What follows belongs to an exercise in optimizing a design on an open flow for a short achievable clock period and few clock cycles per item; a production flow would make more cautious choices. Only simulation tests tie the RTL to the original design; equivalence was not proved. Power and IR drop assume default switching activity.

==> job 5608 <==
// alu_exec_unit
module alu_exec_unit
#(
    parameter int XLEN  = 32,
    parameter int M_EXT = 1
) (
    input  logic            clk,
    input  logic            rst,
    input  logic            flush,
    input  logic            in_valid,
    output logic            in_ready,
    input  logic [1:0]      alu_op,
    input  logic [2:0]      funct3,
    input  logic [6:0]      funct7,
    input  logic [XLEN-1:0] op_a,
    input  logic [XLEN-1:0] op_b,
    output logic            out_valid,
    input  logic            out_ready,
    output logic [XLEN-1:0] result,
    output logic            result_zero
);
Settings: LEC_CHECK=0, ABC_CLOCK_PERIOD_IN_PS=3000, CAP_MARGIN=20, CORE_MARGIN=2, CORE_UTILIZATION=55, CTS_CLUSTER_SIZE=30, SETUP_SLACK_MARGIN=5, SLEW_MARGIN=20; clock period 9.0 ns.
standard.sh (not shown) runs the stock make flow with config.mk's settings and CLKGATE_MAP_FILE= SYNTH_SCRIPT=/design/flow/synth_recipe.tcl, a recipe that flattens the netlist after the stock synthesis.
==> flow/flow/run.sh <==
#!/bin/bash
# The standard layout, with timing repair aimed below the design's
# period: the same ORFS make targets and settings as standard.sh, except a
# larger SETUP_SLACK_MARGIN. Synthesis settings are unchanged.
set -euo pipefail
MARGIN=5.9
sed -e "s/SETUP_SLACK_MARGIN=[0-9.]*/SETUP_SLACK_MARGIN=${MARGIN}/" standard.sh > standard_tight.sh
grep -q "SETUP_SLACK_MARGIN=${MARGIN}" standard_tight.sh
bash standard_tight.sh > standard_tight.log 2>&1
==> job 9018 (differences from job 5608) <==
--- a/flow/design.v
+++ b/flow/design.v
@@ -309,28 +309,30 @@
         r_neg[S_DIV0]   <= w_neg;
     end
     genvar k;
     generate
         for (k = 0; k < W; k++) begin : g_div
             localparam int S = S_DIV0 + k;
             localparam logic [W-1:0] c_MASK = {W{1'b1}} >> (W - 1 - k);
             logic [W-1:0] w_rs;
-            logic [W:0]   w_diff0;
             logic [W-1:0] w_diff;
             logic         w_fits;
             logic [W-1:0] w_rnext;
             if (k == 0) begin : g_rs0
                 assign w_rs = {{(W-1){1'b0}}, r_qa[S][W-1]};
             end else begin : g_rsk
                 assign w_rs = {{(W-k){1'b0}}, r_rem[S][k-1:0], r_qa[S][W-1]};
             end
-            assign w_diff0 = {1'b0, w_rs} - {1'b0, r_dv[S]};
-            assign w_diff  = w_diff0[W-1:0];
-            assign w_fits  = !w_diff0[W];
+            alu_sub_ks #(.N(W)) u_sub (
+                .a    (w_rs),
+                .b    (r_dv[S]),
+                .diff (w_diff),
+                .ge   (w_fits)
+            );
             assign w_rnext = (w_fits ? w_diff : w_rs) & c_MASK;
             always_ff @(posedge clk) begin
                 r_rem[S+1]   <= w_rnext;
                 r_qa[S+1]    <= {r_qa[S][W-2:0], w_fits};
                 r_isdiv[S+1] <= r_isdiv[S];
                 r_qsel[S+1]  <= r_qsel[S];
                 r_neg[S+1]   <= r_neg[S];
             end
@@ -348,80 +350,109 @@
     logic         r_cin;
     logic [W-1:0] r_res;
     assign w_x = r_qsel[S_DEND] ? r_qa[S_DEND] : r_rem[S_DEND];
     always_ff @(posedge clk) begin
         r_y   <= r_isdiv[S_DEND] ? (w_x ^ {W{r_neg[S_DEND]}}) : r_dv[S_DEND];
         r_cin <= r_isdiv[S_DEND] && r_neg[S_DEND];
         r_res <= r_y + {{(W-1){1'b0}}, r_cin};
     end
-    logic [W:0]           w_pe;                  
-    logic                 w_pe_v;
-    logic [CAP-1:0]       r_wp;
-    logic [CAP-1:0]       r_rp;
-    logic [CAP-1:0]       w_rp1;
-    logic [CW-1:0]        r_fcnt;
+    logic [W:0]         w_pe;                    
+    logic               w_pe_v;
+    logic [CAP-1:0]     r_wp;
+    logic [CAP-1:0]     r_rp;
+    logic [CW-1:0]      r_fcnt;
+    logic               r_fne;
     logic [CAP*(W+1)-1:0] r_mem;
-    logic [W:0]           w_h0;
-    logic [W:0]           w_h1;
-    logic                 w_c0;
-    logic                 w_c1;
-    logic                 w_c2;
-    logic                 w_pop;
-    logic [W-1:0]         r_result;
-    logic                 r_result_zero;
-    assign w_pe_v = r_v[S_LAST];
-    assign w_pe   = {(r_res == '0), r_res};
-    assign w_rp1  = {r_rp[CAP-2:0], r_rp[CAP-1]};
-    assign w_pop  = r_out_valid && out_ready;
-    assign w_c0   = (r_fcnt == '0);
-    assign w_c1   = (r_fcnt == {{(CW-1){1'b0}}, 1'b1});
-    assign w_c2   = !w_c0 && !w_c1;
+    logic [W:0]         w_head;
+    logic               w_take;
+    logic               w_rd;
+    logic [CW-1:0]      w_fcnt_n;
+    logic [W-1:0]       r_result;
+    logic               r_result_zero;
+    assign w_pe_v   = r_v[S_LAST];
+    assign w_pe     = {(r_res == '0), r_res};
+    assign w_take   = !r_out_valid || out_ready;
+    assign w_rd     = w_take && (r_fne || w_pe_v);
+    assign w_fcnt_n = r_fcnt + {{(CW-1){1'b0}}, w_pe_v} - {{(CW-1){1'b0}}, w_rd};
     always_comb begin
-        w_h0 = '0;
-        w_h1 = '0;
-        for (int i = 0; i < CAP; i++) begin
-            w_h0 = w_h0 | (r_mem[i*(W+1) +: (W+1)] & {(W+1){r_rp[i]}});
-            w_h1 = w_h1 | (r_mem[i*(W+1) +: (W+1)] & {(W+1){w_rp1[i]}});
-        end
+        w_head = '0;
+        for (int i = 0; i < CAP; i++)
+            w_head = w_head | (r_mem[i*(W+1) +: (W+1)] & {(W+1){r_rp[i]}});
     end
     always_ff @(posedge clk or posedge rst) begin
         if (rst) begin
             r_out_valid <= 1'b0;
             r_wp        <= {{(CAP-1){1'b0}}, 1'b1};
             r_rp        <= {{(CAP-1){1'b0}}, 1'b1};
             r_fcnt      <= '0;
+            r_fne       <= 1'b0;
         end else if (flush) begin
             r_out_valid <= 1'b0;
             r_wp        <= {{(CAP-1){1'b0}}, 1'b1};
             r_rp        <= {{(CAP-1){1'b0}}, 1'b1};
             r_fcnt      <= '0;
+            r_fne       <= 1'b0;
         end else begin
-            r_out_valid <= w_pe_v || w_c2 || (w_c1 && !out_ready);
+            if (w_take)
+                r_out_valid <= r_fne || w_pe_v;
             if (w_pe_v)
                 r_wp <= {r_wp[CAP-2:0], r_wp[CAP-1]};
-            if (w_pop)
-                r_rp <= w_rp1;
-            r_fcnt <= r_fcnt + {{(CW-1){1'b0}}, w_pe_v} - {{(CW-1){1'b0}}, w_pop};
+            if (w_rd)
+                r_rp <= {r_rp[CAP-2:0], r_rp[CAP-1]};
+            r_fcnt <= w_fcnt_n;
+            r_fne  <= w_take ? (w_pe_v ? r_fne : (r_fne && (r_fcnt != {{(CW-1){1'b0}}, 1'b1})))
+                             : (r_fne || w_pe_v);
         end
     end
     always_ff @(posedge clk) begin
         for (int i = 0; i < CAP; i++)
             if (w_pe_v && r_wp[i])
                 r_mem[i*(W+1) +: (W+1)] <= w_pe;
-        if (w_pop)
-            {r_result_zero, r_result} <= (w_pe_v && w_c1) ? w_pe : w_h1;
-        else
-            {r_result_zero, r_result} <= (w_pe_v && w_c0) ? w_pe : w_h0;
+        if (w_rd)
+            {r_result_zero, r_result} <= r_fne ? w_head : w_pe;
     end
     assign in_ready    = r_in_ready;
     assign out_valid   = r_out_valid;
     assign result      = r_result;
     assign result_zero = r_result_zero;
 endmodule
+module alu_sub_ks
+#(
+    parameter int N = 32
+) (
+    input  logic [N-1:0] a,
+    input  logic [N-1:0] b,
+    output logic [N-1:0] diff,
+    output logic         ge
+);
+    localparam int L = $clog2(N);
+    logic [L:0][N-1:0] w_g;
+    logic [L:0][N-1:0] w_p;
+    logic [N-1:0]      w_x;
+    assign w_x      = a ^ ~b;
+    assign w_g[0]   = (a & ~b) | {{(N-1){1'b0}}, w_x[0]};
+    assign w_p[0]   = w_x & {{(N-1){1'b1}}, 1'b0};
+    genvar l, i;
+    generate
+        for (l = 0; l < L; l++) begin : g_lvl
+            for (i = 0; i < N; i++) begin : g_bit
+                if (i >= (1 << l)) begin : g_op
+                    assign w_g[l+1][i] = w_g[l][i] | (w_p[l][i] & w_g[l][i-(1<<l)]);
+                    assign w_p[l+1][i] = w_p[l][i] & w_p[l][i-(1<<l)];
+                end else begin : g_pass
+                    assign w_g[l+1][i] = w_g[l][i];
+                    assign w_p[l+1][i] = w_p[l][i];
+                end
+            end
+        end
+    endgenerate
+    assign diff = w_x ^ {w_g[L][N-2:0], 1'b1};
+    assign ge   = w_g[L][N-1];
+endmodule
 module alu_csa_level
 #(
     parameter int N = 3,
     parameter int W = 64
 ) (
     input  logic [N*W-1:0]                     in_rows,
     output logic [(2*(N/3)+(N%3))*W-1:0]       out_rows
 );
Settings changed: CORE_UTILIZATION 55 to 60.
==> run notes <==
metric                                                              job 5608                 job 9018
Leakage component of the power                                        104 nW                   101 nW
Instance count of the mapped netlist                                   17600                    16700
Delay of the slowest cell on the worst path                          0.34 ns                  0.42 ns
Worst hold path startpoint                                           r_m3[4]                 r_mhi[4]
Detailed route wirelength on metal2                                316000 um                261000 um
Sequential share of cell area                                          47.4%                    49.0%
Final WL                                                           675000 um                561000 um
Final cell count without fillers                                       23700                    22400
Starting Density                                                       55.2%                    60.2%
Net switching power figure                                           28.1 mW                  27.4 mW
Final instance area                                              0.246 sq mm              0.238 sq mm
Run status                                           complete, no violations  complete, no violations
Clock buffer instance count of the final layout                          729                      734
Crit path required time                                              9.90 ns                  9.88 ns
Final Power                                                          83.0 mW                  81.6 mW
Wire length of the first global-routing pass                       952000 um                815000 um
Logic depth of the worst path, buffers included                           16                       18
Power density relative to cell area                              338 mW/mm^2              343 mW/mm^2
Proportion of power drawn by flip-flops and latches                    39.1%                    38.8%
Relative slew slack                                                    19.0%                    9.96%
Drt first-iter violations                                              16000                    12800
First-pass iteration count of the detailed router                          9                        7
Register-to-Register Path Depth                                           16                       18
Cell with the most instances on the worst path                        buf_12                    buf_4
Testbench counts of job 5608, summed over its fixed seeds: cycles 9,904, items 9,600.
Testbench counts of job 9018, summed over its fixed seeds: cycles 9,904, items 9,600.

[port drivers added, routing unchanged]
In the flow no input, the clock included, has a driving cell. The finished layouts below were timed again as built, in two steps. Step 1 sets driving cells, clkbuf_16 on the clock port and buf_2 on the other inputs (assumed; they add their load-dependent delay and slew). Step 2 adds t to the input delays and takes it off the output delays; t is the mean of the earliest and latest rising clock arrival at the registers after step 1. Input paths then give back, and output paths get back, about the clock's delay inside the block. Three values: ideal ports, drivers, drivers and shift; two values: the first two.
run | shift t [ns] | setup WS [ns] | pins driven straight from the clock port
job 5608 | 1.143 | 5.421 / 5.421 / 4.984 | 1
job 9018 | 1.123 | 5.493 / 5.493 / 4.949 | 1
After both steps every run listed still meets setup and hold. For job 9018, which loses most, drivers alone change the setup slack by 0.000 ns; drivers and shift together by -0.544 ns.
